Context: an optimization exercise on an open-source flow, tuned for small area and a short achievable clock period. The choices shown serve that exercise and are no tape-out recipe.
At most, simulation tests tie the RTL to the original design; equivalence was not proved.
Function not checked in run 2: the RTL went through the layout flow alone.
No activity file was given, so power comes from the tool's default toggle rates.

## flow/design.v (module list and top-level ports; edited modules follow where they fit)
// module alu_shamt: 111 lines
// module alu_mul16: 1370 lines
// module alu_top: 229 lines
module alu_top (
    input  logic                      clk,
    input  logic                      reset,
    input  logic                      ce,
    input  logic                      execute,
    input  logic [4:0]                operation,
    input  logic [16-1:0]    ta,
    input  logic [16-1:0]    tb,
    input  logic                      wide,
    input  logic [5:0]                flags_in,
    output logic [32-1:0]    result,
    output logic [5:0]                flags,
    output logic                      done
);
  // ...
==> flow/run.sh <==
#!/bin/bash
# synth_recipe.tcl (not shown) runs the flow's synth.tcl, then flattens the netlist and writes it again
# the make line also repeats each setting of config.mk as NAME=value (left out here)
make -C /OpenROAD-flow-scripts/flow DESIGN_CONFIG=/design/flow/config.mk WORK_HOME=/design/flow/orfs CLKGATE_MAP_FILE= SYNTH_SCRIPT=/design/flow/synth_recipe.tcl finish
==> flow/config.mk <==
export PLATFORM = sky130hd
export DESIGN_NAME = alu_top
export DESIGN_NICKNAME = alu_top
export VERILOG_FILES = /design/flow/design.v
export SDC_FILE = /design/flow/constraint.sdc
export NUM_CORES = 4
export LEC_CHECK = 0
export CAP_MARGIN = 20
export CORE_MARGIN = 2
export CORE_UTILIZATION = 40
export SLEW_MARGIN = 20
==> flow/constraint.sdc <==
create_clock -name core_clock -period 11.0 [get_ports {clk}]
set_input_delay 2.2000 -clock core_clock [delete_from_list [all_inputs] [get_ports {clk}]]
set_output_delay 2.2000 -clock core_clock [all_outputs]
set_load 0.01 [all_outputs]
==> notes.md, run 1 <==
Logic synthesis:
- Ranked by total cell area, the synthesized netlist is headed by fa_1 (25%), nand2_1 (6.4%), a21oi_1 (5.2%), inv_1 (5.2%), nor2_1 (5.0%).
- A synthesized cell averages a little over 7 um2.
- The mapped netlist covers about 0.016 mm2.
- After synthesis, the share of cell area in mux cells is 0.00766.
- The most used flip-flop cell after synthesis is dfxtp_1.
- Yosys instantiated no cell more often than nand2_1.
- Counting every net in the synthesized netlist gives 2552.
- Of the total synthesized cell area, the portion taken by full adders, half adders and majority gates is 0.301.
- After synthesis, the most frequently instantiated cells are nand2_1 (272), inv_1 (220), nor2_1 (213).
- For this run, the number of Yosys warnings is 1.
- The area fraction in and, or, nand and nor cells after synthesis is 0.239.
- Synthesis instantiated around 90 different standard cells from the library.
- The complex-gate fraction of the synthesized area came to 0.265.

Clocking:
- The cell at the root of the clock tree is clkbuf_16.
- The clock buffer count from CTS is 5.
- No sink is reached through more buffers than the 2 on the longest clock path.
- In this run, post-CTS hold repair placed 0 buffers.

Placement:
- Before CTS, the worst setup slack after placement is -0.299 ns.
- Once placement finished, the instance area stood at 0.0183 mm2.

Cells and area:
- Summing all non-filler instances in the final layout gives an area of 0.0187 mm2.
- The filler cell count in the final layout is 4139.
- The number of standard cells in the final layout excluding fillers is 2881.
- The multi-input gate area in the final layout is approximately 0.014 mm2.
- The non-clock inverter total of the final layout is 221.

Timing:
- The transition time at the pin with the least slew margin is between 0.9 and 1 ns.

Drt:
- The via density per instance is roughly 6.3.
- Once detail routing completed, the nets flagged for antenna violations numbered 0.
- The detailed-route via count is 18100.
- The number of detailed-routing iterations run before antenna repair is 7.

Critical path:
- On the critical path, the stage with the largest delay is an instance of nor3_1.
- The data arrival at the endpoint of the critical path is roughly 11 ns.
- The worst setup path is captured at a register.

Outcome:
- The run finished with no timing, DRC or antenna violations.

Pwr:
- The part of the power in combinational logic is 0.744.
- The internal power summed over all cells is 600 uW.
- Across the VDD grid, the largest voltage drop is 0.0000672 V.
- The power in combinational cells is 912 uW.

Min path:
- The depth of the worst hold-timing path is 2.
- In this run the worst hold path is classified as reg -> reg.

GRT:
- Summed over all layers, the global routing overflow is 0.
- The via count of the first global-routing pass is 16900.
==> module alu_shamt, before the edit <==
module alu_shamt (
    input  logic        wide,
    input  logic [4:0]  cnt,
    output logic [15:0] oh_shl,
    output logic [15:0] oh_shr,
    output logic [15:0] oh_rol,
    output logic [15:0] oh_ror,
    output logic [15:0] oh_rolc,
    output logic [15:0] oh_rorc,
    output logic        rot_nz       
);
    logic [5:0] idx;
    assign idx = {wide, cnt};
    assign oh_shl[0] = idx == 6'd0 | idx == 6'd16 | idx == 6'd32 | idx == 6'd48;
    assign oh_shl[1] = idx == 6'd1 | idx == 6'd17 | idx == 6'd33 | idx == 6'd49;
    assign oh_shl[2] = idx == 6'd2 | idx == 6'd18 | idx == 6'd34 | idx == 6'd50;
    assign oh_shl[3] = idx == 6'd3 | idx == 6'd19 | idx == 6'd35 | idx == 6'd51;
    assign oh_shl[4] = idx == 6'd4 | idx == 6'd20 | idx == 6'd36 | idx == 6'd52;
    assign oh_shl[5] = idx == 6'd5 | idx == 6'd21 | idx == 6'd37 | idx == 6'd53;
    assign oh_shl[6] = idx == 6'd6 | idx == 6'd22 | idx == 6'd38 | idx == 6'd54;
    assign oh_shl[7] = idx == 6'd7 | idx == 6'd23 | idx == 6'd39 | idx == 6'd55;
    assign oh_shl[8] = idx == 6'd8 | idx == 6'd24 | idx == 6'd40 | idx == 6'd56;
    assign oh_shl[9] = idx == 6'd9 | idx == 6'd25 | idx == 6'd41 | idx == 6'd57;
    assign oh_shl[10] = idx == 6'd10 | idx == 6'd26 | idx == 6'd42 | idx == 6'd58;
    assign oh_shl[11] = idx == 6'd11 | idx == 6'd27 | idx == 6'd43 | idx == 6'd59;
    assign oh_shl[12] = idx == 6'd12 | idx == 6'd28 | idx == 6'd44 | idx == 6'd60;
    assign oh_shl[13] = idx == 6'd13 | idx == 6'd29 | idx == 6'd45 | idx == 6'd61;
    assign oh_shl[14] = idx == 6'd14 | idx == 6'd30 | idx == 6'd46 | idx == 6'd62;
    assign oh_shl[15] = idx == 6'd15 | idx == 6'd31 | idx == 6'd47 | idx == 6'd63;
    assign oh_shr[0] = idx == 6'd0 | idx == 6'd16 | idx == 6'd17 | idx == 6'd18 | idx == 6'd19 | idx == 6'd20 | idx == 6'd21 | idx == 6'd22 | idx == 6'd23 | idx == 6'd24 | idx == 6'd25 | idx == 6'd26 | idx == 6'd27 | idx == 6'd28 | idx == 6'd29 | idx == 6'd30 | idx == 6'd31 | idx == 6'd32 | idx == 6'd48 | idx == 6'd49 | idx == 6'd50 | idx == 6'd51 | idx == 6'd52 | idx == 6'd53 | idx == 6'd54 | idx == 6'd55 | idx == 6'd56 | idx == 6'd57 | idx == 6'd58 | idx == 6'd59 | idx == 6'd60 | idx == 6'd61 | idx == 6'd62 | idx == 6'd63;
    assign oh_shr[1] = idx == 6'd15 | idx == 6'd47;
    assign oh_shr[2] = idx == 6'd14 | idx == 6'd46;
    assign oh_shr[3] = idx == 6'd13 | idx == 6'd45;
    assign oh_shr[4] = idx == 6'd12 | idx == 6'd44;
    assign oh_shr[5] = idx == 6'd11 | idx == 6'd43;
    assign oh_shr[6] = idx == 6'd10 | idx == 6'd42;
    assign oh_shr[7] = idx == 6'd9 | idx == 6'd41;
    assign oh_shr[8] = idx == 6'd8 | idx == 6'd40;
    assign oh_shr[9] = idx == 6'd7 | idx == 6'd39;
    assign oh_shr[10] = idx == 6'd6 | idx == 6'd38;
    assign oh_shr[11] = idx == 6'd5 | idx == 6'd37;
    assign oh_shr[12] = idx == 6'd4 | idx == 6'd36;
    assign oh_shr[13] = idx == 6'd3 | idx == 6'd35;
    assign oh_shr[14] = idx == 6'd2 | idx == 6'd34;
    assign oh_shr[15] = idx == 6'd1 | idx == 6'd33;
    assign oh_rol[0] = idx == 6'd32 | idx == 6'd48;
    assign oh_rol[1] = idx == 6'd33 | idx == 6'd49;
    assign oh_rol[2] = idx == 6'd34 | idx == 6'd50;
    assign oh_rol[3] = idx == 6'd35 | idx == 6'd51;
    assign oh_rol[4] = idx == 6'd36 | idx == 6'd52;
    assign oh_rol[5] = idx == 6'd37 | idx == 6'd53;
    assign oh_rol[6] = idx == 6'd38 | idx == 6'd54;
    assign oh_rol[7] = idx == 6'd39 | idx == 6'd55;
    assign oh_rol[8] = idx == 6'd0 | idx == 6'd8 | idx == 6'd16 | idx == 6'd24 | idx == 6'd40 | idx == 6'd56;
    assign oh_rol[9] = idx == 6'd1 | idx == 6'd9 | idx == 6'd17 | idx == 6'd25 | idx == 6'd41 | idx == 6'd57;
    assign oh_rol[10] = idx == 6'd2 | idx == 6'd10 | idx == 6'd18 | idx == 6'd26 | idx == 6'd42 | idx == 6'd58;
    assign oh_rol[11] = idx == 6'd3 | idx == 6'd11 | idx == 6'd19 | idx == 6'd27 | idx == 6'd43 | idx == 6'd59;
    assign oh_rol[12] = idx == 6'd4 | idx == 6'd12 | idx == 6'd20 | idx == 6'd28 | idx == 6'd44 | idx == 6'd60;
    assign oh_rol[13] = idx == 6'd5 | idx == 6'd13 | idx == 6'd21 | idx == 6'd29 | idx == 6'd45 | idx == 6'd61;
    assign oh_rol[14] = idx == 6'd6 | idx == 6'd14 | idx == 6'd22 | idx == 6'd30 | idx == 6'd46 | idx == 6'd62;
    assign oh_rol[15] = idx == 6'd7 | idx == 6'd15 | idx == 6'd23 | idx == 6'd31 | idx == 6'd47 | idx == 6'd63;
    assign oh_ror[0] = idx == 6'd32 | idx == 6'd48;
    assign oh_ror[1] = idx == 6'd47 | idx == 6'd63;
    assign oh_ror[2] = idx == 6'd46 | idx == 6'd62;
    assign oh_ror[3] = idx == 6'd45 | idx == 6'd61;
    assign oh_ror[4] = idx == 6'd44 | idx == 6'd60;
    assign oh_ror[5] = idx == 6'd43 | idx == 6'd59;
    assign oh_ror[6] = idx == 6'd42 | idx == 6'd58;
    assign oh_ror[7] = idx == 6'd41 | idx == 6'd57;
    assign oh_ror[8] = idx == 6'd0 | idx == 6'd8 | idx == 6'd16 | idx == 6'd24 | idx == 6'd40 | idx == 6'd56;
    assign oh_ror[9] = idx == 6'd7 | idx == 6'd15 | idx == 6'd23 | idx == 6'd31 | idx == 6'd39 | idx == 6'd55;
    assign oh_ror[10] = idx == 6'd6 | idx == 6'd14 | idx == 6'd22 | idx == 6'd30 | idx == 6'd38 | idx == 6'd54;
    assign oh_ror[11] = idx == 6'd5 | idx == 6'd13 | idx == 6'd21 | idx == 6'd29 | idx == 6'd37 | idx == 6'd53;
    assign oh_ror[12] = idx == 6'd4 | idx == 6'd12 | idx == 6'd20 | idx == 6'd28 | idx == 6'd36 | idx == 6'd52;
    assign oh_ror[13] = idx == 6'd3 | idx == 6'd11 | idx == 6'd19 | idx == 6'd27 | idx == 6'd35 | idx == 6'd51;
    assign oh_ror[14] = idx == 6'd2 | idx == 6'd10 | idx == 6'd18 | idx == 6'd26 | idx == 6'd34 | idx == 6'd50;
    assign oh_ror[15] = idx == 6'd1 | idx == 6'd9 | idx == 6'd17 | idx == 6'd25 | idx == 6'd33 | idx == 6'd49;
    assign oh_rolc[0] = idx == 6'd0 | idx == 6'd9 | idx == 6'd18 | idx == 6'd27 | idx == 6'd32 | idx == 6'd33 | idx == 6'd49 | idx == 6'd50;
    assign oh_rolc[1] = idx == 6'd34 | idx == 6'd51;
    assign oh_rolc[2] = idx == 6'd35 | idx == 6'd52;
    assign oh_rolc[3] = idx == 6'd36 | idx == 6'd53;
    assign oh_rolc[4] = idx == 6'd37 | idx == 6'd54;
    assign oh_rolc[5] = idx == 6'd38 | idx == 6'd55;
    assign oh_rolc[6] = idx == 6'd39 | idx == 6'd56;
    assign oh_rolc[7] = idx == 6'd40 | idx == 6'd57;
    assign oh_rolc[8] = idx == 6'd1 | idx == 6'd10 | idx == 6'd19 | idx == 6'd28 | idx == 6'd41 | idx == 6'd58;
    assign oh_rolc[9] = idx == 6'd2 | idx == 6'd11 | idx == 6'd20 | idx == 6'd29 | idx == 6'd42 | idx == 6'd59;
    assign oh_rolc[10] = idx == 6'd3 | idx == 6'd12 | idx == 6'd21 | idx == 6'd30 | idx == 6'd43 | idx == 6'd60;
    assign oh_rolc[11] = idx == 6'd4 | idx == 6'd13 | idx == 6'd22 | idx == 6'd31 | idx == 6'd44 | idx == 6'd61;
    assign oh_rolc[12] = idx == 6'd5 | idx == 6'd14 | idx == 6'd23 | idx == 6'd45 | idx == 6'd62;
    assign oh_rolc[13] = idx == 6'd6 | idx == 6'd15 | idx == 6'd24 | idx == 6'd46 | idx == 6'd63;
    assign oh_rolc[14] = idx == 6'd7 | idx == 6'd16 | idx == 6'd25 | idx == 6'd47;
    assign oh_rolc[15] = idx == 6'd8 | idx == 6'd17 | idx == 6'd26 | idx == 6'd48;
    assign oh_rorc[0] = idx == 6'd0 | idx == 6'd9 | idx == 6'd18 | idx == 6'd27 | idx == 6'd32 | idx == 6'd48 | idx == 6'd49;
    assign oh_rorc[1] = idx == 6'd47;
    assign oh_rorc[2] = idx == 6'd46 | idx == 6'd63;
    assign oh_rorc[3] = idx == 6'd45 | idx == 6'd62;
    assign oh_rorc[4] = idx == 6'd44 | idx == 6'd61;
    assign oh_rorc[5] = idx == 6'd43 | idx == 6'd60;
    assign oh_rorc[6] = idx == 6'd42 | idx == 6'd59;
    assign oh_rorc[7] = idx == 6'd41 | idx == 6'd58;
    assign oh_rorc[8] = idx == 6'd8 | idx == 6'd17 | idx == 6'd26 | idx == 6'd40 | idx == 6'd57;
    assign oh_rorc[9] = idx == 6'd7 | idx == 6'd16 | idx == 6'd25 | idx == 6'd39 | idx == 6'd56;
    assign oh_rorc[10] = idx == 6'd6 | idx == 6'd15 | idx == 6'd24 | idx == 6'd38 | idx == 6'd55;
    assign oh_rorc[11] = idx == 6'd5 | idx == 6'd14 | idx == 6'd23 | idx == 6'd37 | idx == 6'd54;
    assign oh_rorc[12] = idx == 6'd4 | idx == 6'd13 | idx == 6'd22 | idx == 6'd31 | idx == 6'd36 | idx == 6'd53;
    assign oh_rorc[13] = idx == 6'd3 | idx == 6'd12 | idx == 6'd21 | idx == 6'd30 | idx == 6'd35 | idx == 6'd52;
    assign oh_rorc[14] = idx == 6'd2 | idx == 6'd11 | idx == 6'd20 | idx == 6'd29 | idx == 6'd34 | idx == 6'd51;
    assign oh_rorc[15] = idx == 6'd1 | idx == 6'd10 | idx == 6'd19 | idx == 6'd28 | idx == 6'd33 | idx == 6'd50;
    assign rot_nz = idx == 6'd1 | idx == 6'd2 | idx == 6'd3 | idx == 6'd4 | idx == 6'd5 | idx == 6'd6 | idx == 6'd7 | idx == 6'd8 | idx == 6'd10 | idx == 6'd11 | idx == 6'd12 | idx == 6'd13 | idx == 6'd14 | idx == 6'd15 | idx == 6'd16 | idx == 6'd17 | idx == 6'd19 | idx == 6'd20 | idx == 6'd21 | idx == 6'd22 | idx == 6'd23 | idx == 6'd24 | idx == 6'd25 | idx == 6'd26 | idx == 6'd28 | idx == 6'd29 | idx == 6'd30 | idx == 6'd31 | idx == 6'd33 | idx == 6'd34 | idx == 6'd35 | idx == 6'd36 | idx == 6'd37 | idx == 6'd38 | idx == 6'd39 | idx == 6'd40 | idx == 6'd41 | idx == 6'd42 | idx == 6'd43 | idx == 6'd44 | idx == 6'd45 | idx == 6'd46 | idx == 6'd47 | idx == 6'd48 | idx == 6'd50 | idx == 6'd51 | idx == 6'd52 | idx == 6'd53 | idx == 6'd54 | idx == 6'd55 | idx == 6'd56 | idx == 6'd57 | idx == 6'd58 | idx == 6'd59 | idx == 6'd60 | idx == 6'd61 | idx == 6'd62 | idx == 6'd63;
endmodule
==> module alu_top, before the edit <==
module alu_top (
    input  logic                      clk,
    input  logic                      reset,
    input  logic                      ce,
    input  logic                      execute,
    input  logic [4:0]                operation,
    input  logic [16-1:0]    ta,
    input  logic [16-1:0]    tb,
    input  logic                      wide,
    input  logic [5:0]                flags_in,
    output logic [32-1:0]    result,
    output logic [5:0]                flags,
    output logic                      done
);
    localparam int CY = 5, P = 4, AC = 3, Z = 2, S = 1, V = 0;
    logic [4:0] op;
    logic       cy_in;
    assign op    = operation;
    assign cy_in = flags_in[CY];
    logic op_valid, is_arith, is_sub, use_c, incdec, is_neg;
    logic is_log3, is_test;
    logic is_rol, is_ror, is_rotc, is_shl, is_shr, is_shra, is_shift_any, is_mul, mul_signed;
    logic psz_op;
    assign op_valid   = op <= 5'd24;
    assign is_arith   = op <= 5'd7;
    assign is_sub     = op >= 5'd3 && op <= 5'd7;
    assign use_c      = op == 5'd1 || op == 5'd4;
    assign incdec     = op == 5'd2 || op == 5'd6;
    assign is_neg     = op == 5'd7;
    assign is_log3    = op >= 5'd8 && op <= 5'd10;
    assign is_test    = op == 5'd15;
    assign is_rol     = op == 5'd16;
    assign is_ror     = op == 5'd18;
    assign is_rotc    = op == 5'd17 || op == 5'd19;
    assign is_shl     = op == 5'd20;
    assign is_shr     = op == 5'd21;
    assign is_shra    = op == 5'd22;
    assign is_shift_any = op >= 5'd16 && op <= 5'd22;
    assign is_mul     = op == 5'd23 || op == 5'd24;
    assign mul_signed = op == 5'd24;
    assign psz_op     = is_arith | is_log3 | is_shl | is_shr | is_shra;
    logic [15:0] ax, ay, ayy, asum;
    logic        acin, c4, c8, c16;
    logic [16:0] asum17;
    assign ax   = is_neg ? 16'd0 : ta;
    assign ay   = incdec ? 16'd1 : (is_neg ? ta : tb);
    assign ayy  = ay ^ {16{is_sub}};
    assign acin = is_sub ^ (use_c & cy_in);
    assign asum17 = {1'b0, ax} + {1'b0, ayy} + {16'd0, acin};
    assign asum = asum17[15:0];
    assign c16  = asum17[16];
    assign c4   = asum[4] ^ ax[4] ^ ayy[4];
    assign c8   = asum[8] ^ ax[8] ^ ayy[8];
    logic ar_cy, ar_ac, ar_v;
    assign ar_cy = (wide ? c16 : c8) ^ is_sub;
    assign ar_ac = c4 ^ is_sub;
    assign ar_v  = wide ? ((ax[15] ^ asum[15]) & (ayy[15] ^ asum[15]))
                        : ((ax[7]  ^ asum[7])  & (ayy[7]  ^ asum[7]));
    logic [4:0]  cnt;
    logic        cnt_nz, cnt_ge17, r_nz;
    logic [15:0] oh_shl, oh_shr, oh_rol, oh_ror, oh_rolc, oh_rorc, oh_sh;
    logic [3:0]  bidx;
    logic [15:0] onehot;
    assign cnt      = tb[4:0];
    assign cnt_nz   = cnt != 5'd0;
    assign cnt_ge17 = cnt >= 5'd17;
    alu_shamt u_shamt (
        .wide(wide), .cnt(cnt),
        .oh_shl(oh_shl), .oh_shr(oh_shr), .oh_rol(oh_rol), .oh_ror(oh_ror),
        .oh_rolc(oh_rolc), .oh_rorc(oh_rorc), .rot_nz(r_nz)
    );
    assign oh_sh = ({16{is_shl}} & oh_shl)
                 | ({16{is_shr | is_shra}} & oh_shr)
                 | ({16{is_rol}} & oh_rol)
                 | ({16{is_ror}} & oh_ror)
                 | ({16{op == 5'd17}} & oh_rolc)
                 | ({16{op == 5'd19}} & oh_rorc);
    assign bidx   = wide ? tb[3:0] : {1'b0, tb[2:0]};
    assign onehot = 16'd1 << bidx;
    logic [15:0] lres;
    always_comb begin
        case (op[2:0])
            3'd0:    lres = ta & tb;          
            3'd1:    lres = ta | tb;          
            3'd2:    lres = ta ^ tb;          
            3'd3:    lres = ~ta;              
            3'd4:    lres = ta | onehot;      
            3'd5:    lres = ta & ~onehot;     
            3'd6:    lres = ta ^ onehot;      
            default: lres = ta & onehot;      
        endcase
    end
    logic [7:0]  a8;
    logic [15:0] ma, mb;
    logic        sa, sb;
    logic [31:0] prod;
    assign a8 = ta[7:0];
    always_comb begin
        if (wide)
            ma = ta;
        else if (is_mul)
            ma = {{8{mul_signed & ta[7]}}, a8};
        else if (is_shra)
            ma = {{8{ta[7]}}, a8};
        else if (is_rol || is_ror)
            ma = {a8, a8};
        else if (is_rotc)
            ma = {a8[6:0], cy_in, a8};
        else
            ma = {8'd0, a8};
    end
    assign mb = !is_mul ? oh_sh : wide ? tb : {{8{mul_signed & tb[7]}}, tb[7:0]};
    assign sa = mul_signed | is_shra;
    assign sb = mul_signed;
    alu_mul16 u_mul (.a(ma), .b(mb), .sa(sa), .sb(sb), .p(prod));
    logic        sel_lo, sel_lo1, sel_hi, sel_ci;
    logic [15:0] sres;
    logic        sh_cy, sh_v, sgn;
    always_comb begin
        sel_lo  = 1'b0;
        sel_lo1 = 1'b0;
        sel_hi  = 1'b0;
        sel_ci  = 1'b0;
        if (is_rol || is_ror) begin
            sel_lo = 1'b1;
            sel_hi = 1'b1;
        end else if (is_rotc) begin
            sel_lo  = !r_nz;
            sel_lo1 = r_nz;
            sel_hi  = r_nz;
            sel_ci  = r_nz;
        end else if (is_shl) begin
            sel_lo = !cnt[4];
        end else begin   
            sel_lo = !cnt_nz;
            sel_hi = cnt_nz;
        end
    end
    assign sres = ({16{sel_lo}}  & prod[15:0])
                | ({16{sel_lo1}} & {prod[14:0], 1'b0})
                | ({16{sel_hi}}  & prod[31:16])
                | ({16{sel_ci & cy_in}} & oh_sh);
    always_comb begin
        if (is_rol)
            sh_cy = prod[0] | prod[16];
        else if (is_ror)
            sh_cy = wide ? (prod[15] | prod[31]) : prod[23];
        else if (is_rotc)
            sh_cy = r_nz ? prod[15] : cy_in;
        else if (is_shl)
            sh_cy = wide ? (cnt[4] ? (cnt[3:0] == 4'd0) & ta[0] : prod[16])
                         : (!cnt[4] & prod[8]);
        else if (is_shr)
            sh_cy = !cnt_ge17 & prod[15];
        else
            sh_cy = prod[15];
    end
    assign sgn  = wide ? ta[15] : ta[7];
    assign sh_v = ~is_shra & (sgn ^ (wide ? sres[15] : sres[7]));
    logic m_ovf;
    assign m_ovf = wide ? (prod[31:16] != {16{mul_signed & prod[15]}})
                        : (prod[15:8]  != {8{mul_signed & prod[7]}});
    logic [15:0] r16;
    logic [31:0] next_result;
    logic [5:0]  next_flags;
    logic        pz, ps, pp;
    always_comb begin
        if (is_arith)       r16 = asum;
        else if (op[4])     r16 = sres;
        else                r16 = lres;
    end
    always_comb begin
        if (is_mul)
            next_result = wide ? prod : {16'd0, prod[15:0]};
        else if (wide)
            next_result = {16'd0, r16};
        else
            next_result = {24'd0, r16[7:0]};
    end
    assign pp = ~^r16[7:0];
    assign ps = wide ? r16[15] : r16[7];
    assign pz = wide ? (r16 == 16'd0) : (r16[7:0] == 8'd0);
    always_comb begin
        next_flags = flags_in;
        if (is_arith) begin
            if (!incdec) next_flags[CY] = ar_cy;
            next_flags[AC] = ar_ac;
            next_flags[V]  = ar_v;
        end
        if (is_log3) begin
            next_flags[CY] = 1'b0;
            next_flags[AC] = 1'b0;
            next_flags[V]  = 1'b0;
        end
        if (is_test) begin
            next_flags[CY] = 1'b0;
            next_flags[V]  = 1'b0;
            next_flags[Z]  = ~|(ta & onehot);
        end
        if (is_shift_any) begin
            if (cnt_nz) next_flags[CY] = sh_cy;
            next_flags[V] = sh_v;
        end
        if (is_mul) begin
            next_flags[CY] = m_ovf;
            next_flags[V]  = m_ovf;
        end
        if (psz_op) begin
            next_flags[P] = pp;
            next_flags[S] = ps;
            next_flags[Z] = pz;
        end
    end
    logic accept;
    assign accept = ce & execute & op_valid;
    always_ff @(posedge clk) begin
        if (reset) begin
            result <= '0;
            flags  <= '0;
            done   <= 1'b0;
        end else begin
            done <= accept;
            if (accept) begin
                result <= next_result;
                flags  <= next_flags;
            end
        end
    end
endmodule
==> inputs of run 2 (changes only) <==
--- a/flow/design.v
+++ b/flow/design.v
@@ -66,113 +66,189 @@
 module alu_shamt (
     input  logic        wide,
     input  logic [4:0]  cnt,
-    output logic [15:0] oh_shl,
-    output logic [15:0] oh_shr,
-    output logic [15:0] oh_rol,
-    output logic [15:0] oh_ror,
-    output logic [15:0] oh_rolc,
-    output logic [15:0] oh_rorc,
-    output logic        rot_nz       
+    input  logic        k_sh,
+    input  logic        k_rol,
+    input  logic        k_ror,
+    input  logic        k_rolc,
+    input  logic        k_rorc,
+    output logic [15:0] oh
 );
-    logic [5:0] idx;
-    assign idx = {wide, cnt};
-    assign oh_shl[0] = idx == 6'd0 | idx == 6'd16 | idx == 6'd32 | idx == 6'd48;
-    assign oh_shl[1] = idx == 6'd1 | idx == 6'd17 | idx == 6'd33 | idx == 6'd49;
-    assign oh_shl[2] = idx == 6'd2 | idx == 6'd18 | idx == 6'd34 | idx == 6'd50;
-    assign oh_shl[3] = idx == 6'd3 | idx == 6'd19 | idx == 6'd35 | idx == 6'd51;
-    assign oh_shl[4] = idx == 6'd4 | idx == 6'd20 | idx == 6'd36 | idx == 6'd52;
-    assign oh_shl[5] = idx == 6'd5 | idx == 6'd21 | idx == 6'd37 | idx == 6'd53;
-    assign oh_shl[6] = idx == 6'd6 | idx == 6'd22 | idx == 6'd38 | idx == 6'd54;
-    assign oh_shl[7] = idx == 6'd7 | idx == 6'd23 | idx == 6'd39 | idx == 6'd55;
-    assign oh_shl[8] = idx == 6'd8 | idx == 6'd24 | idx == 6'd40 | idx == 6'd56;
-    assign oh_shl[9] = idx == 6'd9 | idx == 6'd25 | idx == 6'd41 | idx == 6'd57;
-    assign oh_shl[10] = idx == 6'd10 | idx == 6'd26 | idx == 6'd42 | idx == 6'd58;
-    assign oh_shl[11] = idx == 6'd11 | idx == 6'd27 | idx == 6'd43 | idx == 6'd59;
-    assign oh_shl[12] = idx == 6'd12 | idx == 6'd28 | idx == 6'd44 | idx == 6'd60;
-    assign oh_shl[13] = idx == 6'd13 | idx == 6'd29 | idx == 6'd45 | idx == 6'd61;
-    assign oh_shl[14] = idx == 6'd14 | idx == 6'd30 | idx == 6'd46 | idx == 6'd62;
-    assign oh_shl[15] = idx == 6'd15 | idx == 6'd31 | idx == 6'd47 | idx == 6'd63;
-    assign oh_shr[0] = idx == 6'd0 | idx == 6'd16 | idx == 6'd17 | idx == 6'd18 | idx == 6'd19 | idx == 6'd20 | idx == 6'd21 | idx == 6'd22 | idx == 6'd23 | idx == 6'd24 | idx == 6'd25 | idx == 6'd26 | idx == 6'd27 | idx == 6'd28 | idx == 6'd29 | idx == 6'd30 | idx == 6'd31 | idx == 6'd32 | idx == 6'd48 | idx == 6'd49 | idx == 6'd50 | idx == 6'd51 | idx == 6'd52 | idx == 6'd53 | idx == 6'd54 | idx == 6'd55 | idx == 6'd56 | idx == 6'd57 | idx == 6'd58 | idx == 6'd59 | idx == 6'd60 | idx == 6'd61 | idx == 6'd62 | idx == 6'd63;
-    assign oh_shr[1] = idx == 6'd15 | idx == 6'd47;
-    assign oh_shr[2] = idx == 6'd14 | idx == 6'd46;
-    assign oh_shr[3] = idx == 6'd13 | idx == 6'd45;
-    assign oh_shr[4] = idx == 6'd12 | idx == 6'd44;
-    assign oh_shr[5] = idx == 6'd11 | idx == 6'd43;
-    assign oh_shr[6] = idx == 6'd10 | idx == 6'd42;
-    assign oh_shr[7] = idx == 6'd9 | idx == 6'd41;
-    assign oh_shr[8] = idx == 6'd8 | idx == 6'd40;
-    assign oh_shr[9] = idx == 6'd7 | idx == 6'd39;
-    assign oh_shr[10] = idx == 6'd6 | idx == 6'd38;
-    assign oh_shr[11] = idx == 6'd5 | idx == 6'd37;
-    assign oh_shr[12] = idx == 6'd4 | idx == 6'd36;
-    assign oh_shr[13] = idx == 6'd3 | idx == 6'd35;
-    assign oh_shr[14] = idx == 6'd2 | idx == 6'd34;
-    assign oh_shr[15] = idx == 6'd1 | idx == 6'd33;
-    assign oh_rol[0] = idx == 6'd32 | idx == 6'd48;
-    assign oh_rol[1] = idx == 6'd33 | idx == 6'd49;
-    assign oh_rol[2] = idx == 6'd34 | idx == 6'd50;
-    assign oh_rol[3] = idx == 6'd35 | idx == 6'd51;
-    assign oh_rol[4] = idx == 6'd36 | idx == 6'd52;
-    assign oh_rol[5] = idx == 6'd37 | idx == 6'd53;
-    assign oh_rol[6] = idx == 6'd38 | idx == 6'd54;
-    assign oh_rol[7] = idx == 6'd39 | idx == 6'd55;
-    assign oh_rol[8] = idx == 6'd0 | idx == 6'd8 | idx == 6'd16 | idx == 6'd24 | idx == 6'd40 | idx == 6'd56;
-    assign oh_rol[9] = idx == 6'd1 | idx == 6'd9 | idx == 6'd17 | idx == 6'd25 | idx == 6'd41 | idx == 6'd57;
-    assign oh_rol[10] = idx == 6'd2 | idx == 6'd10 | idx == 6'd18 | idx == 6'd26 | idx == 6'd42 | idx == 6'd58;
-    assign oh_rol[11] = idx == 6'd3 | idx == 6'd11 | idx == 6'd19 | idx == 6'd27 | idx == 6'd43 | idx == 6'd59;
-    assign oh_rol[12] = idx == 6'd4 | idx == 6'd12 | idx == 6'd20 | idx == 6'd28 | idx == 6'd44 | idx == 6'd60;
-    assign oh_rol[13] = idx == 6'd5 | idx == 6'd13 | idx == 6'd21 | idx == 6'd29 | idx == 6'd45 | idx == 6'd61;
-    assign oh_rol[14] = idx == 6'd6 | idx == 6'd14 | idx == 6'd22 | idx == 6'd30 | idx == 6'd46 | idx == 6'd62;
-    assign oh_rol[15] = idx == 6'd7 | idx == 6'd15 | idx == 6'd23 | idx == 6'd31 | idx == 6'd47 | idx == 6'd63;
-    assign oh_ror[0] = idx == 6'd32 | idx == 6'd48;
-    assign oh_ror[1] = idx == 6'd47 | idx == 6'd63;
-    assign oh_ror[2] = idx == 6'd46 | idx == 6'd62;
-    assign oh_ror[3] = idx == 6'd45 | idx == 6'd61;
-    assign oh_ror[4] = idx == 6'd44 | idx == 6'd60;
-    assign oh_ror[5] = idx == 6'd43 | idx == 6'd59;
-    assign oh_ror[6] = idx == 6'd42 | idx == 6'd58;
-    assign oh_ror[7] = idx == 6'd41 | idx == 6'd57;
-    assign oh_ror[8] = idx == 6'd0 | idx == 6'd8 | idx == 6'd16 | idx == 6'd24 | idx == 6'd40 | idx == 6'd56;
-    assign oh_ror[9] = idx == 6'd7 | idx == 6'd15 | idx == 6'd23 | idx == 6'd31 | idx == 6'd39 | idx == 6'd55;
-    assign oh_ror[10] = idx == 6'd6 | idx == 6'd14 | idx == 6'd22 | idx == 6'd30 | idx == 6'd38 | idx == 6'd54;
-    assign oh_ror[11] = idx == 6'd5 | idx == 6'd13 | idx == 6'd21 | idx == 6'd29 | idx == 6'd37 | idx == 6'd53;
-    assign oh_ror[12] = idx == 6'd4 | idx == 6'd12 | idx == 6'd20 | idx == 6'd28 | idx == 6'd36 | idx == 6'd52;
-    assign oh_ror[13] = idx == 6'd3 | idx == 6'd11 | idx == 6'd19 | idx == 6'd27 | idx == 6'd35 | idx == 6'd51;
-    assign oh_ror[14] = idx == 6'd2 | idx == 6'd10 | idx == 6'd18 | idx == 6'd26 | idx == 6'd34 | idx == 6'd50;
-    assign oh_ror[15] = idx == 6'd1 | idx == 6'd9 | idx == 6'd17 | idx == 6'd25 | idx == 6'd33 | idx == 6'd49;
-    assign oh_rolc[0] = idx == 6'd0 | idx == 6'd9 | idx == 6'd18 | idx == 6'd27 | idx == 6'd32 | idx == 6'd33 | idx == 6'd49 | idx == 6'd50;
-    assign oh_rolc[1] = idx == 6'd34 | idx == 6'd51;
-    assign oh_rolc[2] = idx == 6'd35 | idx == 6'd52;
-    assign oh_rolc[3] = idx == 6'd36 | idx == 6'd53;
-    assign oh_rolc[4] = idx == 6'd37 | idx == 6'd54;
-    assign oh_rolc[5] = idx == 6'd38 | idx == 6'd55;
-    assign oh_rolc[6] = idx == 6'd39 | idx == 6'd56;
-    assign oh_rolc[7] = idx == 6'd40 | idx == 6'd57;
-    assign oh_rolc[8] = idx == 6'd1 | idx == 6'd10 | idx == 6'd19 | idx == 6'd28 | idx == 6'd41 | idx == 6'd58;
-    assign oh_rolc[9] = idx == 6'd2 | idx == 6'd11 | idx == 6'd20 | idx == 6'd29 | idx == 6'd42 | idx == 6'd59;
-    assign oh_rolc[10] = idx == 6'd3 | idx == 6'd12 | idx == 6'd21 | idx == 6'd30 | idx == 6'd43 | idx == 6'd60;
-    assign oh_rolc[11] = idx == 6'd4 | idx == 6'd13 | idx == 6'd22 | idx == 6'd31 | idx == 6'd44 | idx == 6'd61;
-    assign oh_rolc[12] = idx == 6'd5 | idx == 6'd14 | idx == 6'd23 | idx == 6'd45 | idx == 6'd62;
-    assign oh_rolc[13] = idx == 6'd6 | idx == 6'd15 | idx == 6'd24 | idx == 6'd46 | idx == 6'd63;
-    assign oh_rolc[14] = idx == 6'd7 | idx == 6'd16 | idx == 6'd25 | idx == 6'd47;
-    assign oh_rolc[15] = idx == 6'd8 | idx == 6'd17 | idx == 6'd26 | idx == 6'd48;
-    assign oh_rorc[0] = idx == 6'd0 | idx == 6'd9 | idx == 6'd18 | idx == 6'd27 | idx == 6'd32 | idx == 6'd48 | idx == 6'd49;
-    assign oh_rorc[1] = idx == 6'd47;
-    assign oh_rorc[2] = idx == 6'd46 | idx == 6'd63;
-    assign oh_rorc[3] = idx == 6'd45 | idx == 6'd62;
-    assign oh_rorc[4] = idx == 6'd44 | idx == 6'd61;
-    assign oh_rorc[5] = idx == 6'd43 | idx == 6'd60;
-    assign oh_rorc[6] = idx == 6'd42 | idx == 6'd59;
-    assign oh_rorc[7] = idx == 6'd41 | idx == 6'd58;
-    assign oh_rorc[8] = idx == 6'd8 | idx == 6'd17 | idx == 6'd26 | idx == 6'd40 | idx == 6'd57;
-    assign oh_rorc[9] = idx == 6'd7 | idx == 6'd16 | idx == 6'd25 | idx == 6'd39 | idx == 6'd56;
-    assign oh_rorc[10] = idx == 6'd6 | idx == 6'd15 | idx == 6'd24 | idx == 6'd38 | idx == 6'd55;
-    assign oh_rorc[11] = idx == 6'd5 | idx == 6'd14 | idx == 6'd23 | idx == 6'd37 | idx == 6'd54;
-    assign oh_rorc[12] = idx == 6'd4 | idx == 6'd13 | idx == 6'd22 | idx == 6'd31 | idx == 6'd36 | idx == 6'd53;
-    assign oh_rorc[13] = idx == 6'd3 | idx == 6'd12 | idx == 6'd21 | idx == 6'd30 | idx == 6'd35 | idx == 6'd52;
-    assign oh_rorc[14] = idx == 6'd2 | idx == 6'd11 | idx == 6'd20 | idx == 6'd29 | idx == 6'd34 | idx == 6'd51;
-    assign oh_rorc[15] = idx == 6'd1 | idx == 6'd10 | idx == 6'd19 | idx == 6'd28 | idx == 6'd33 | idx == 6'd50;
-    assign rot_nz = idx == 6'd1 | idx == 6'd2 | idx == 6'd3 | idx == 6'd4 | idx == 6'd5 | idx == 6'd6 | idx == 6'd7 | idx == 6'd8 | idx == 6'd10 | idx == 6'd11 | idx == 6'd12 | idx == 6'd13 | idx == 6'd14 | idx == 6'd15 | idx == 6'd16 | idx == 6'd17 | idx == 6'd19 | idx == 6'd20 | idx == 6'd21 | idx == 6'd22 | idx == 6'd23 | idx == 6'd24 | idx == 6'd25 | idx == 6'd26 | idx == 6'd28 | idx == 6'd29 | idx == 6'd30 | idx == 6'd31 | idx == 6'd33 | idx == 6'd34 | idx == 6'd35 | idx == 6'd36 | idx == 6'd37 | idx == 6'd38 | idx == 6'd39 | idx == 6'd40 | idx == 6'd41 | idx == 6'd42 | idx == 6'd43 | idx == 6'd44 | idx == 6'd45 | idx == 6'd46 | idx == 6'd47 | idx == 6'd48 | idx == 6'd50 | idx == 6'd51 | idx == 6'd52 | idx == 6'd53 | idx == 6'd54 | idx == 6'd55 | idx == 6'd56 | idx == 6'd57 | idx == 6'd58 | idx == 6'd59 | idx == 6'd60 | idx == 6'd61 | idx == 6'd62 | idx == 6'd63;
+    logic [3:0] lo, hi;
+    logic [15:0] e;
+    logic [31:0] e5;
+    logic [7:0] e3;
+    assign lo = 4'd1 << cnt[1:0];
+    assign hi = 4'd1 << cnt[3:2];
+    assign e[0] = lo[0] & hi[0];
+    assign e[1] = lo[1] & hi[0];
+    assign e[2] = lo[2] & hi[0];
+    assign e[3] = lo[3] & hi[0];
+    assign e[4] = lo[0] & hi[1];
+    assign e[5] = lo[1] & hi[1];
+    assign e[6] = lo[2] & hi[1];
+    assign e[7] = lo[3] & hi[1];
+    assign e[8] = lo[0] & hi[2];
+    assign e[9] = lo[1] & hi[2];
+    assign e[10] = lo[2] & hi[2];
+    assign e[11] = lo[3] & hi[2];
+    assign e[12] = lo[0] & hi[3];
+    assign e[13] = lo[1] & hi[3];
+    assign e[14] = lo[2] & hi[3];
+    assign e[15] = lo[3] & hi[3];
+    assign e5[0] = e[0] & ~cnt[4];
+    assign e5[1] = e[1] & ~cnt[4];
+    assign e5[2] = e[2] & ~cnt[4];
+    assign e5[3] = e[3] & ~cnt[4];
+    assign e5[4] = e[4] & ~cnt[4];
+    assign e5[5] = e[5] & ~cnt[4];
+    assign e5[6] = e[6] & ~cnt[4];
+    assign e5[7] = e[7] & ~cnt[4];
+    assign e5[8] = e[8] & ~cnt[4];
+    assign e5[9] = e[9] & ~cnt[4];
+    assign e5[10] = e[10] & ~cnt[4];
+    assign e5[11] = e[11] & ~cnt[4];
+    assign e5[12] = e[12] & ~cnt[4];
+    assign e5[13] = e[13] & ~cnt[4];
+    assign e5[14] = e[14] & ~cnt[4];
+    assign e5[15] = e[15] & ~cnt[4];
+    assign e5[16] = e[0] & cnt[4];
+    assign e5[17] = e[1] & cnt[4];
+    assign e5[18] = e[2] & cnt[4];
+    assign e5[19] = e[3] & cnt[4];
+    assign e5[20] = e[4] & cnt[4];
+    assign e5[21] = e[5] & cnt[4];
+    assign e5[22] = e[6] & cnt[4];
+    assign e5[23] = e[7] & cnt[4];
+    assign e5[24] = e[8] & cnt[4];
+    assign e5[25] = e[9] & cnt[4];
+    assign e5[26] = e[10] & cnt[4];
+    assign e5[27] = e[11] & cnt[4];
+    assign e5[28] = e[12] & cnt[4];
+    assign e5[29] = e[13] & cnt[4];
+    assign e5[30] = e[14] & cnt[4];
+    assign e5[31] = e[15] & cnt[4];
+    assign e3[0] = e[0] | e[8];
+    assign e3[1] = e[1] | e[9];
+    assign e3[2] = e[2] | e[10];
+    assign e3[3] = e[3] | e[11];
+    assign e3[4] = e[4] | e[12];
+    assign e3[5] = e[5] | e[13];
+    assign e3[6] = e[6] | e[14];
+    assign e3[7] = e[7] | e[15];
+    assign oh[0] = (k_sh & e[0])
+                   | (k_rol & wide & e[0])
+                   | (k_ror & wide & e[0])
+                   | (k_rolc & ~wide & (e5[0] | e5[9] | e5[18] | e5[27]))
+                   | (k_rolc & wide & (e[1] | e5[0] | e5[18]))
+                   | (k_rorc & ~wide & (e5[0] | e5[9] | e5[18] | e5[27]))
+                   | (k_rorc & wide & (e[0] | e5[17]));
+    assign oh[1] = (k_sh & e[1])
+                   | (k_rol & wide & e[1])
+                   | (k_ror & wide & e[15])
+                   | (k_rolc & wide & (e5[2] | e5[19]))
+                   | (k_rorc & wide & e5[15]);
+    assign oh[2] = (k_sh & e[2])
+                   | (k_rol & wide & e[2])
+                   | (k_ror & wide & e[14])
+                   | (k_rolc & wide & (e5[3] | e5[20]))
+                   | (k_rorc & wide & (e5[14] | e5[31]));
+    assign oh[3] = (k_sh & e[3])
+                   | (k_rol & wide & e[3])
+                   | (k_ror & wide & e[13])
+                   | (k_rolc & wide & (e5[4] | e5[21]))
+                   | (k_rorc & wide & (e5[13] | e5[30]));
+    assign oh[4] = (k_sh & e[4])
+                   | (k_rol & wide & e[4])
+                   | (k_ror & wide & e[12])
+                   | (k_rolc & wide & (e5[5] | e5[22]))
+                   | (k_rorc & wide & (e5[12] | e5[29]));
+    assign oh[5] = (k_sh & e[5])
+                   | (k_rol & wide & e[5])
+                   | (k_ror & wide & e[11])
+                   | (k_rolc & wide & (e5[6] | e5[23]))
+                   | (k_rorc & wide & (e5[11] | e5[28]));
+    assign oh[6] = (k_sh & e[6])
+                   | (k_rol & wide & e[6])
+                   | (k_ror & wide & e[10])
+                   | (k_rolc & wide & (e5[7] | e5[24]))
+                   | (k_rorc & wide & (e5[10] | e5[27]));
+    assign oh[7] = (k_sh & e[7])
+                   | (k_rol & wide & e[7])
+                   | (k_ror & wide & e[9])
+                   | (k_rolc & wide & (e5[8] | e5[25]))
+                   | (k_rorc & wide & (e5[9] | e5[26]));
+    assign oh[8] = (k_sh & e[8])
+                   | (k_rol & ~wide & e3[0])
+                   | (k_rol & wide & e[8])
+                   | (k_ror & ~wide & e3[0])
+                   | (k_ror & wide & e[8])
+                   | (k_rolc & ~wide & (e5[1] | e5[10] | e5[19] | e5[28]))
+                   | (k_rolc & wide & (e5[9] | e5[26]))
+                   | (k_rorc & ~wide & (e5[8] | e5[17] | e5[26]))
+                   | (k_rorc & wide & (e5[8] | e5[25]));
+    assign oh[9] = (k_sh & e[9])
+                   | (k_rol & ~wide & e3[1])
+                   | (k_rol & wide & e[9])
+                   | (k_ror & ~wide & e3[7])
+                   | (k_ror & wide & e[7])
+                   | (k_rolc & ~wide & (e5[2] | e5[11] | e5[20] | e5[29]))
+                   | (k_rolc & wide & (e5[10] | e5[27]))
+                   | (k_rorc & ~wide & (e5[7] | e5[16] | e5[25]))
+                   | (k_rorc & wide & (e5[7] | e5[24]));
+    assign oh[10] = (k_sh & e[10])
+                   | (k_rol & ~wide & e3[2])
+                   | (k_rol & wide & e[10])
+                   | (k_ror & ~wide & e3[6])
+                   | (k_ror & wide & e[6])
+                   | (k_rolc & ~wide & (e5[3] | e5[12] | e5[21] | e5[30]))
+                   | (k_rolc & wide & (e5[11] | e5[28]))
+                   | (k_rorc & ~wide & (e5[6] | e5[15] | e5[24]))
+                   | (k_rorc & wide & (e5[6] | e5[23]));
+    assign oh[11] = (k_sh & e[11])
+                   | (k_rol & ~wide & e3[3])
+                   | (k_rol & wide & e[11])
+                   | (k_ror & ~wide & e3[5])
+                   | (k_ror & wide & e[5])
+                   | (k_rolc & ~wide & (e5[4] | e5[13] | e5[22] | e5[31]))
+                   | (k_rolc & wide & (e5[12] | e5[29]))
+                   | (k_rorc & ~wide & (e5[5] | e5[14] | e5[23]))
+                   | (k_rorc & wide & (e5[5] | e5[22]));
+    assign oh[12] = (k_sh & e[12])
+                   | (k_rol & ~wide & e3[4])
+                   | (k_rol & wide & e[12])
+                   | (k_ror & ~wide & e3[4])
+                   | (k_ror & wide & e[4])
+                   | (k_rolc & ~wide & (e5[5] | e5[14] | e5[23]))
+                   | (k_rolc & wide & (e5[13] | e5[30]))
+                   | (k_rorc & ~wide & (e5[4] | e5[13] | e5[22] | e5[31]))
+                   | (k_rorc & wide & (e5[4] | e5[21]));
+    assign oh[13] = (k_sh & e[13])
+                   | (k_rol & ~wide & e3[5])
+                   | (k_rol & wide & e[13])
+                   | (k_ror & ~wide & e3[3])
+                   | (k_ror & wide & e[3])
+                   | (k_rolc & ~wide & (e5[6] | e5[15] | e5[24]))
+                   | (k_rolc & wide & (e5[14] | e5[31]))
+                   | (k_rorc & ~wide & (e5[3] | e5[12] | e5[21] | e5[30]))
+                   | (k_rorc & wide & (e5[3] | e5[20]));
+    assign oh[14] = (k_sh & e[14])
+                   | (k_rol & ~wide & e3[6])
+                   | (k_rol & wide & e[14])
+                   | (k_ror & ~wide & e3[2])
+                   | (k_ror & wide & e[2])
+                   | (k_rolc & ~wide & (e5[7] | e5[16] | e5[25]))
+                   | (k_rolc & wide & e5[15])
+                   | (k_rorc & ~wide & (e5[2] | e5[11] | e5[20] | e5[29]))
+                   | (k_rorc & wide & (e5[2] | e5[19]));
+    assign oh[15] = (k_sh & e[15])
+                   | (k_rol & ~wide & e3[7])
+                   | (k_rol & wide & e[15])
+                   | (k_ror & ~wide & e3[1])
+                   | (k_ror & wide & e[1])
+                   | (k_rolc & ~wide & (e5[8] | e5[17] | e5[26]))
+                   | (k_rolc & wide & e5[16])
+                   | (k_rorc & ~wide & (e5[1] | e5[10] | e5[19] | e5[28]))
+                   | (k_rorc & wide & (e5[1] | e5[18]));
 endmodule
 `timescale 1ns/100ps
 module alu_mul16 (
@@ -1567,91 +1643,94 @@
     assign op    = operation;
     assign cy_in = flags_in[CY];
     logic op_valid, is_arith, is_sub, use_c, incdec, is_neg;
-    logic is_log3, is_test;
-    logic is_rol, is_ror, is_rotc, is_shl, is_shr, is_shra, is_shift_any, is_mul, mul_signed;
-    logic psz_op;
-    assign op_valid   = op <= 5'd24;
-    assign is_arith   = op <= 5'd7;
-    assign is_sub     = op >= 5'd3 && op <= 5'd7;
-    assign use_c      = op == 5'd1 || op == 5'd4;
-    assign incdec     = op == 5'd2 || op == 5'd6;
-    assign is_neg     = op == 5'd7;
-    assign is_log3    = op >= 5'd8 && op <= 5'd10;
-    assign is_test    = op == 5'd15;
-    assign is_rol     = op == 5'd16;
-    assign is_ror     = op == 5'd18;
-    assign is_rotc    = op == 5'd17 || op == 5'd19;
-    assign is_shl     = op == 5'd20;
-    assign is_shr     = op == 5'd21;
-    assign is_shra    = op == 5'd22;
-    assign is_shift_any = op >= 5'd16 && op <= 5'd22;
-    assign is_mul     = op == 5'd23 || op == 5'd24;
-    assign mul_signed = op == 5'd24;
-    assign psz_op     = is_arith | is_log3 | is_shl | is_shr | is_shra;
+    logic is_log3, is_test, is_logic;
+    logic is_rol, is_ror, is_rolc, is_rorc, is_rot, is_rotc;
+    logic is_shl, is_shr, is_shra, is_shr_any, is_shift, is_shift_any;
+    logic is_mul, mul_signed;
+    assign op_valid     = op <= 5'd24;
+    assign is_arith     = op <= 5'd7;
+    assign is_sub       = op >= 5'd3 && op <= 5'd7;
+    assign use_c        = op == 5'd1 || op == 5'd4;
+    assign incdec       = op == 5'd2 || op == 5'd6;
+    assign is_neg       = op == 5'd7;
+    assign is_logic     = op >= 5'd8 && op <= 5'd15;
+    assign is_log3      = op >= 5'd8 && op <= 5'd10;
+    assign is_test      = op == 5'd15;
+    assign is_rol       = op == 5'd16;
+    assign is_rolc      = op == 5'd17;
+    assign is_ror       = op == 5'd18;
+    assign is_rorc      = op == 5'd19;
+    assign is_rot       = is_rol | is_ror;
+    assign is_rotc      = is_rolc | is_rorc;
+    assign is_shl       = op == 5'd20;
+    assign is_shr       = op == 5'd21;
+    assign is_shra      = op == 5'd22;
+    assign is_shr_any   = is_shr | is_shra;
+    assign is_shift     = is_shl | is_shr_any;                
+    assign is_shift_any = op >= 5'd16 && op <= 5'd22;         
+    assign is_mul       = op == 5'd23 || op == 5'd24;
+    assign mul_signed   = op == 5'd24;
     logic [15:0] ax, ay, ayy, asum;
     logic        acin, c4, c8, c16;
     logic [16:0] asum17;
-    assign ax   = is_neg ? 16'd0 : ta;
-    assign ay   = incdec ? 16'd1 : (is_neg ? ta : tb);
-    assign ayy  = ay ^ {16{is_sub}};
-    assign acin = is_sub ^ (use_c & cy_in);
+    assign ax     = is_neg ? 16'd0 : ta;
+    assign ay     = incdec ? 16'd1 : (is_neg ? ta : tb);
+    assign ayy    = ay ^ {16{is_sub}};
+    assign acin   = is_sub ^ (use_c & cy_in);
     assign asum17 = {1'b0, ax} + {1'b0, ayy} + {16'd0, acin};
-    assign asum = asum17[15:0];
-    assign c16  = asum17[16];
-    assign c4   = asum[4] ^ ax[4] ^ ayy[4];
-    assign c8   = asum[8] ^ ax[8] ^ ayy[8];
+    assign asum   = asum17[15:0];
+    assign c16    = asum17[16];
+    assign c4     = asum[4] ^ ax[4] ^ ayy[4];
+    assign c8     = asum[8] ^ ax[8] ^ ayy[8];
     logic ar_cy, ar_ac, ar_v;
     assign ar_cy = (wide ? c16 : c8) ^ is_sub;
     assign ar_ac = c4 ^ is_sub;
     assign ar_v  = wide ? ((ax[15] ^ asum[15]) & (ayy[15] ^ asum[15]))
                         : ((ax[7]  ^ asum[7])  & (ayy[7]  ^ asum[7]));
-    logic [4:0]  cnt;
-    logic        cnt_nz, cnt_ge17, r_nz;
-    logic [15:0] oh_shl, oh_shr, oh_rol, oh_ror, oh_rolc, oh_rorc, oh_sh;
     logic [3:0]  bidx;
-    logic [15:0] onehot;
-    assign cnt      = tb[4:0];
-    assign cnt_nz   = cnt != 5'd0;
-    assign cnt_ge17 = cnt >= 5'd17;
-    alu_shamt u_shamt (
-        .wide(wide), .cnt(cnt),
-        .oh_shl(oh_shl), .oh_shr(oh_shr), .oh_rol(oh_rol), .oh_ror(oh_ror),
-        .oh_rolc(oh_rolc), .oh_rorc(oh_rorc), .rot_nz(r_nz)
-    );
-    assign oh_sh = ({16{is_shl}} & oh_shl)
-                 | ({16{is_shr | is_shra}} & oh_shr)
-                 | ({16{is_rol}} & oh_rol)
-                 | ({16{is_ror}} & oh_ror)
-                 | ({16{op == 5'd17}} & oh_rolc)
-                 | ({16{op == 5'd19}} & oh_rorc);
-    assign bidx   = wide ? tb[3:0] : {1'b0, tb[2:0]};
-    assign onehot = 16'd1 << bidx;
-    logic [15:0] lres;
+    logic [15:0] bmask, lres;
+    assign bidx  = wide ? tb[3:0] : {1'b0, tb[2:0]};
+    assign bmask = 16'd1 << bidx;
     always_comb begin
         case (op[2:0])
             3'd0:    lres = ta & tb;          
             3'd1:    lres = ta | tb;          
             3'd2:    lres = ta ^ tb;          
             3'd3:    lres = ~ta;              
-            3'd4:    lres = ta | onehot;      
-            3'd5:    lres = ta & ~onehot;     
-            3'd6:    lres = ta ^ onehot;      
-            default: lres = ta & onehot;      
+            3'd4:    lres = ta | bmask;       
+            3'd5:    lres = ta & ~bmask;      
+            3'd6:    lres = ta ^ bmask;       
+            default: lres = ta & bmask;       
         endcase
     end
+    logic [4:0]  cnt;
+    logic        cnt_nz, cnt_ge16, r_nz, sgn;
     logic [7:0]  a8;
-    logic [15:0] ma, mb;
-    logic        sa, sb;
+    logic [15:0] a_rev, oh_sh, ma, mb;
     logic [31:0] prod;
-    assign a8 = ta[7:0];
+    assign cnt      = tb[4:0];
+    assign cnt_nz   = cnt != 5'd0;
+    assign cnt_ge16 = cnt[4];
+    assign r_nz     = wide ? (cnt != 5'd0 && cnt != 5'd17)
+                           : (cnt != 5'd0 && cnt != 5'd9 && cnt != 5'd18 && cnt != 5'd27);
+    assign a8       = ta[7:0];
+    assign sgn      = wide ? ta[15] : ta[7];
+    always_comb
+        for (int i = 0; i < 16; i++)
+            a_rev[i] = wide ? ta[15 - i] : (i < 8 ? ta[7 - i] : 1'b0);
+    alu_shamt u_shamt (
+        .wide(wide), .cnt(cnt),
+        .k_sh(is_shift), .k_rol(is_rol), .k_ror(is_ror),
+        .k_rolc(is_rolc), .k_rorc(is_rorc), .oh(oh_sh)
+    );
     always_comb begin
-        if (wide)
+        if (is_shr_any)
+            ma = a_rev;
+        else if (wide)
             ma = ta;
         else if (is_mul)
             ma = {{8{mul_signed & ta[7]}}, a8};
-        else if (is_shra)
-            ma = {{8{ta[7]}}, a8};
-        else if (is_rol || is_ror)
+        else if (is_rot)
             ma = {a8, a8};
         else if (is_rotc)
             ma = {a8[6:0], cy_in, a8};
@@ -1659,65 +1738,63 @@
             ma = {8'd0, a8};
     end
     assign mb = !is_mul ? oh_sh : wide ? tb : {{8{mul_signed & tb[7]}}, tb[7:0]};
-    assign sa = mul_signed | is_shra;
-    assign sb = mul_signed;
-    alu_mul16 u_mul (.a(ma), .b(mb), .sa(sa), .sb(sb), .p(prod));
-    logic        sel_lo, sel_lo1, sel_hi, sel_ci;
-    logic [15:0] sres;
-    logic        sh_cy, sh_v, sgn;
+    alu_mul16 u_mul (.a(ma), .b(mb), .sa(mul_signed), .sb(mul_signed), .p(prod));
+    logic [15:0] fill, p_rev, shres;
+    logic        fill_bit, sh_cy;
+    assign fill_bit = is_shra & sgn;
+    always_comb
+        for (int i = 0; i < 16; i++)
+            fill[i] = fill_bit & (wide ? (cnt + 5'(i) >= 5'd16 || cnt_ge16)
+                                       : (i < 8 && (cnt + 5'(i) >= 5'd8 || cnt_ge16)));
+    always_comb
+        for (int i = 0; i < 16; i++)
+            p_rev[i] = wide ? prod[15 - i] : (i < 8 ? prod[7 - i] : 1'b0);
+    assign shres = cnt_ge16 ? fill
+                 : is_shl   ? prod[15:0]
+                 : (p_rev | fill);
     always_comb begin
-        sel_lo  = 1'b0;
-        sel_lo1 = 1'b0;
-        sel_hi  = 1'b0;
-        sel_ci  = 1'b0;
-        if (is_rol || is_ror) begin
-            sel_lo = 1'b1;
-            sel_hi = 1'b1;
-        end else if (is_rotc) begin
-            sel_lo  = !r_nz;
-            sel_lo1 = r_nz;
-            sel_hi  = r_nz;
-            sel_ci  = r_nz;
-        end else if (is_shl) begin
-            sel_lo = !cnt[4];
-        end else begin   
-            sel_lo = !cnt_nz;
-            sel_hi = cnt_nz;
-        end
+        if (is_shl)
+            sh_cy = wide ? (cnt_ge16 ? (cnt[3:0] == 4'd0) & ta[0] : prod[16])
+                         : (!cnt_ge16 & prod[8]);
+        else if (cnt_ge16)
+            sh_cy = is_shra ? sgn : (wide & cnt[3:0] == 4'd0 & ta[15]);
+        else if (is_shra & !wide & cnt[3])
+            sh_cy = sgn;
+        else
+            sh_cy = wide ? prod[16] : prod[8];
+    end
+    logic [15:0] rres;
+    logic        rot_cy, rot_v;
+    always_comb begin
+        if (is_rot)
+            rres = prod[15:0] | prod[31:16];
+        else if (!r_nz)
+            rres = prod[15:0];
+        else
+            rres = {prod[14:0], 1'b0} | prod[31:16] | ({16{cy_in}} & oh_sh);
     end
-    assign sres = ({16{sel_lo}}  & prod[15:0])
-                | ({16{sel_lo1}} & {prod[14:0], 1'b0})
-                | ({16{sel_hi}}  & prod[31:16])
-                | ({16{sel_ci & cy_in}} & oh_sh);
     always_comb begin
         if (is_rol)
-            sh_cy = prod[0] | prod[16];
+            rot_cy = prod[0] | prod[16];
         else if (is_ror)
-            sh_cy = wide ? (prod[15] | prod[31]) : prod[23];
-        else if (is_rotc)
-            sh_cy = r_nz ? prod[15] : cy_in;
-        else if (is_shl)
-            sh_cy = wide ? (cnt[4] ? (cnt[3:0] == 4'd0) & ta[0] : prod[16])
-                         : (!cnt[4] & prod[8]);
-        else if (is_shr)
-            sh_cy = !cnt_ge17 & prod[15];
+            rot_cy = wide ? (prod[15] | prod[31]) : prod[23];
         else
-            sh_cy = prod[15];
+            rot_cy = r_nz ? prod[15] : cy_in;
     end
-    assign sgn  = wide ? ta[15] : ta[7];
-    assign sh_v = ~is_shra & (sgn ^ (wide ? sres[15] : sres[7]));
+    assign rot_v = sgn ^ (wide ? rres[15] : rres[7]);
     logic m_ovf;
     assign m_ovf = wide ? (prod[31:16] != {16{mul_signed & prod[15]}})
                         : (prod[15:8]  != {8{mul_signed & prod[7]}});
-    logic [15:0] r16;
+    logic [15:0] r16e, r16;
     logic [31:0] next_result;
     logic [5:0]  next_flags;
     logic        pz, ps, pp;
     always_comb begin
-        if (is_arith)       r16 = asum;
-        else if (op[4])     r16 = sres;
-        else                r16 = lres;
+        if (is_arith)      r16e = asum;
+        else if (op[4])    r16e = shres;
+        else               r16e = lres;
     end
+    assign r16 = is_rot | is_rotc ? rres : r16e;
     always_comb begin
         if (is_mul)
             next_result = wide ? prod : {16'd0, prod[15:0]};
@@ -1726,9 +1803,9 @@
         else
             next_result = {24'd0, r16[7:0]};
     end
-    assign pp = ~^r16[7:0];
-    assign ps = wide ? r16[15] : r16[7];
-    assign pz = wide ? (r16 == 16'd0) : (r16[7:0] == 8'd0);
+    assign pp = ~^r16e[7:0];
+    assign ps = wide ? r16e[15] : r16e[7];
+    assign pz = wide ? (r16e == 16'd0) : (r16e[7:0] == 8'd0);
     always_comb begin
         next_flags = flags_in;
         if (is_arith) begin
@@ -1744,21 +1821,25 @@
         if (is_test) begin
             next_flags[CY] = 1'b0;
             next_flags[V]  = 1'b0;
-            next_flags[Z]  = ~|(ta & onehot);
+            next_flags[Z]  = ~|(ta & bmask);
         end
-        if (is_shift_any) begin
+        if (is_shift) begin
             if (cnt_nz) next_flags[CY] = sh_cy;
-            next_flags[V] = sh_v;
-        end
-        if (is_mul) begin
-            next_flags[CY] = m_ovf;
-            next_flags[V]  = m_ovf;
+            next_flags[V] = ~is_shra & (sgn ^ ps);
         end
-        if (psz_op) begin
+        if (is_arith | is_log3 | is_shift) begin
             next_flags[P] = pp;
             next_flags[S] = ps;
             next_flags[Z] = pz;
         end
+        if (is_rot | is_rotc) begin
+            if (cnt_nz) next_flags[CY] = rot_cy;
+            next_flags[V] = rot_v;
+        end
+        if (is_mul) begin
+            next_flags[CY] = m_ovf;
+            next_flags[V]  = m_ovf;
+        end
     end
     logic accept;
     assign accept = ce & execute & op_valid;
==> run 2 against run 1 <==
- flip-flop and latch count did not move
- core utilization fell by 0.66 points
- global-route usage rose by 3.3 points
- total power rose by 15%
- clock skew did not move
- clock-buffer cell count did not move
- critical path depth fell by 2
- critical path type unchanged
- critical endpoint unchanged
- largest cell class unchanged
- highest routed layer unchanged
==> notes.md, run 2 <==
Flow run:
- The total of max-cap violations is 0.

Timing:
- Across the routed clock network, the largest skew measured is 0 ns.
- In this run the tightest slew margin relative to its limit is 0.245.
- The final worst setup slack is approximately 0.28 ns.
- The number of pins exceeding their max-slew limit in the final report is 0.
- The number of hold violations in the final report is 0.
- Setup repair after global routing left no endpoint under its margin.
- The number of setup violations in the final report is 0.
- The post-route worst hold slack is 0.479 ns.
- The maximum achievable frequency is ~0.093 GHz.
- The ratio of final minimum period to clock period is 0.975.
- The transition time at the pin with the least slew margin was 1.12 ns (+0.135 ns).
- The sum of negative setup slack is 0 ns.
- The smallest clock period supported by the final layout is computed as approximately 11 ns.

Logic synthesis:
- In the synthesized netlist, the cells that appear most often are nor2_1 (341), nand2_1 (251), inv_1 (229).
- Counting flops with a built-in enable in the synthesized netlist gives 0.
- The async set or reset register ratio after synthesis is 0.
- The cell count after synthesis came out at about 2400.
- Among all flip-flop cells after synthesis, the most frequent one is dfxtp_1.
- The number of warnings reported in the yosys synthesis log is 1 (unchanged).
- The most common cell in the synthesized netlist is nor2_1.
- The total nets after synthesis came to 2760 (+8.2%).
- The library cell with the largest summed area after synthesis is fa_1.
- The share of synthesized area in the top cell type comes to 0.231.
- Of the synthesized area, sequential elements account for 0.0456.
- The average size of a mapped cell came to 7.02 um2 (-1.7%).
- Ranked by total cell area, the synthesized netlist is headed by fa_1 (23%), nor2_1 (7.5%), nand2_1 (5.5%), ha_1 (5.4%), a21oi_1 (5.3%).
- After synthesis the netlist holds a flip-flop and latch count of 39.
- The number of different library cells in the post-synthesis netlist came to 99 (+7.6%).
- The total standard cell area after synthesis was 0.0171 mm2 (+7.0%).

Cells and area:
- The filler cell count in the final layout is 4416 (+6.7%).
- The register ranked first by flip-flop count is result.
- The area growth from synthesis to layout is 14.2%.
- The share of the core filled with cells in the final layout is 0.464.
- The largest registers in the layout are result x32, flags x6, done x1.
- The count of nets after finishing is about 2900.
- The number of flip-flops under the largest register name is 32.
- Of the cells placed in the final design, the portion with a size suffix greater than 1 is 0.0992.
- In the layout the commonest cells are nor2_1 (341), nand2_1 (251), inv_1 (229).
- The most common library cell in the layout ignoring fill and taps is nor2_1.

Critical path:
- In this run the critical register-to-register path is launched from flags[0].
- For the worst flop-to-flop path, the logic depth is 4.
- The data arrival at the endpoint of the critical path is 10.93 ns (+0.04 ns).
- For this design, the slowest cell found on the critical path is clkdlybuf4s50_1.
- The biggest fanout along the worst timing path is 7.
- The largest incremental delay on the critical path is roughly 0.66 ns.
- The critical path ends at flags[2].
- The library cell appearing most often on the critical path is fa_1.
- The startpoint-to-endpoint class of the critical path is in -> reg.
- The endpoint identified for the worst register-to-register timing path is flags[0].
- The worst setup path is captured at a register.
- At the worst endpoint, the required time is 11.20 ns.
- The startpoint class of the critical path is an input pin.
- The register-to-register path setup slack is just under 10 ns.
- The first element of the critical path is operation[4].

Clocking:
- The maximum number of buffers from clock root to sink is 2 (unchanged).
- The clock buffer count from CTS is 5 (unchanged).
- The number of hold buffers added after CTS is 0 (unchanged).
- After clock tree synthesis, the repair step resized 0 gates.
- The total setup buffers inserted after CTS is 0.
- The clock-pin slew reported for the worst setup and hold paths after clock tree synthesis is approximately 0.06 ns.
- The number of levels the H-tree was split into is 2.
- The clock tree from TritonCTS is built.
- The number of clock sinks seen by CTS is 39.
- The cell sitting at the root of the clock tree is a clkbuf_16.
- The insertion delay of the later-clocked pin in the worst-skew pair is 0.28 ns.

Die:
- In this run the count of I/O pins placed on the die edge is 87.
- The floorplan has 75 rows.
- The total core area is between 0.04 and 0.05 mm2.
- The initial utilization of the core area, before any placement, comes to 0.407.
- The die covers 0.0445 mm2.
- The floorplan step set the die height to 211 um.
- The horizontal die dimension is approximately 210 um.

Placement:
- The worst setup timing slack at the placement stage was 0.189 ns (+0.487 ns).
- After legalization and detailed placement, the total HPWL measured around 67 mm.
- The count of input and output buffers is between 80 and 90.
- The congestion estimate from routability-driven global placement came to ~1.0.

Drt:
- The DRC violation count after routing is 0.
- The via density per instance came to 6.45 (+2.9%).
- The routed design has around 86 mm of wire.
- The number of nets with antenna violations after routing was 0 (unchanged).
- In the final routed layout, each cell accounts on average for approximately 28 um.
- The detailed-route via count is 19900 (+10%).
- The number of detailed-routing iterations run before antenna repair is 7 (unchanged).
- The number of DRC markers in iteration 0 is between 2000 and 2500.

GRT:
- Entering global routing, the biggest net connects 62 pins.
- The global-route wire length before repair is approximately 130 mm.
- The initial antenna violation count is 2.
- For this run, the total global-route usage over all layers was measured as 0.382.
- The via count of the first global-routing pass is 19500 (+15%).
- The total congestion overflow after global routing was 0 (unchanged).

Pwr:
- Total power for the finished layout comes to between 1000 and 1500 uW.
- The leakage power total is around 0.0082 uW.
- The maximum vdd drop is 0.0000564 V (-16%).
- The total power divided by cell area is 71.8 mW/mm2.

Outcome:
- The run finished with no timing, DRC or antenna violations.

Min path:
- The tightest min-delay check is of the reg -> reg type.
## run 2: logic make-up after synthesis
group                      share of synthesized area
and+or+nand+nor                                0.230
AOI/OAI and AO/OA                              0.280
buffers and inverters                         0.0959
adders and majority gates                      0.285
xor gates and xnor gates                      0.0460
DFF                                           0.0456
muxes                                         0.0175
## run 2: worst max-delay path: cells and delay by family
| family | cells | cell delay, ns |
|---|---|---|
| AO/OA/AOI/OAI | 10 | 2.42 |
| XOR/XNOR | 1 | 0.20 |
| adder cells (fa/ha/maj) | 6 | 2.58 |
| buffers and inverters | 3 | 0.99 |
| AND/OR/NAND/NOR | 12 | 2.50 |
## run 2: how the worst min path moves through the flow
stage	start	endpoint	slack [ns]	cells after the start
global route	result[7]	result[7]	0.50	2
floorplan	result[7]	result[7]	0.48	2
detailed placement	result[7]	result[7]	0.46	2
finish	result[7]	result[7]	0.48	2
CTS	result[7]	result[7]	0.47	2
global placement	result[7]	result[7]	0.45	2
## run 2: metal layers
layer	global-route usage	vias up	wire length [um]
met3	0.0818	338	8700
met5	0	-	13
li1	-	8658	-
met2	0.591	1278	37000
met4	0.232	2	6380
met1	0.490	9596	33500
## run 2: power by group
group / internal (uW) / switching [uW] / total [uW]
clock network: 113 / 59.7 / 173
registers: 147 / 3.39 / 150
logic: 389 / 693 / 1080
## run 2: area by class of cell
type	instances	area [um2]	share of cell area
well taps	539	674	0.0345
flip-flops and latches	39	781	0.0399
repair buffers	276	2310	0.118
clock inverters	2	35.0	0.00179
diodes	1	2.50	0.000128
multi-input cells	1984	14800	0.754
inverters	234	878	0.0449
clock buffers	6	139	0.00710
## run 2: through the flow
step / instances / area, um2
floorplan: 2440 / 17100
global placement: 3072 / 19400
detailed placement: 3072 / 19400
CTS: 3080 / 19500
global route: 3080 / 19600
finish: 3081 / 19600

Re-timed with assumed drivers on the ports (clkbuf_16 on the clock, buf_2 on other inputs), run 2 has 0.290 ns of setup slack against 0.279 ns with ideal ports, and -0.025 ns once port delays also move by the mid clock arrival of 0.315 ns.
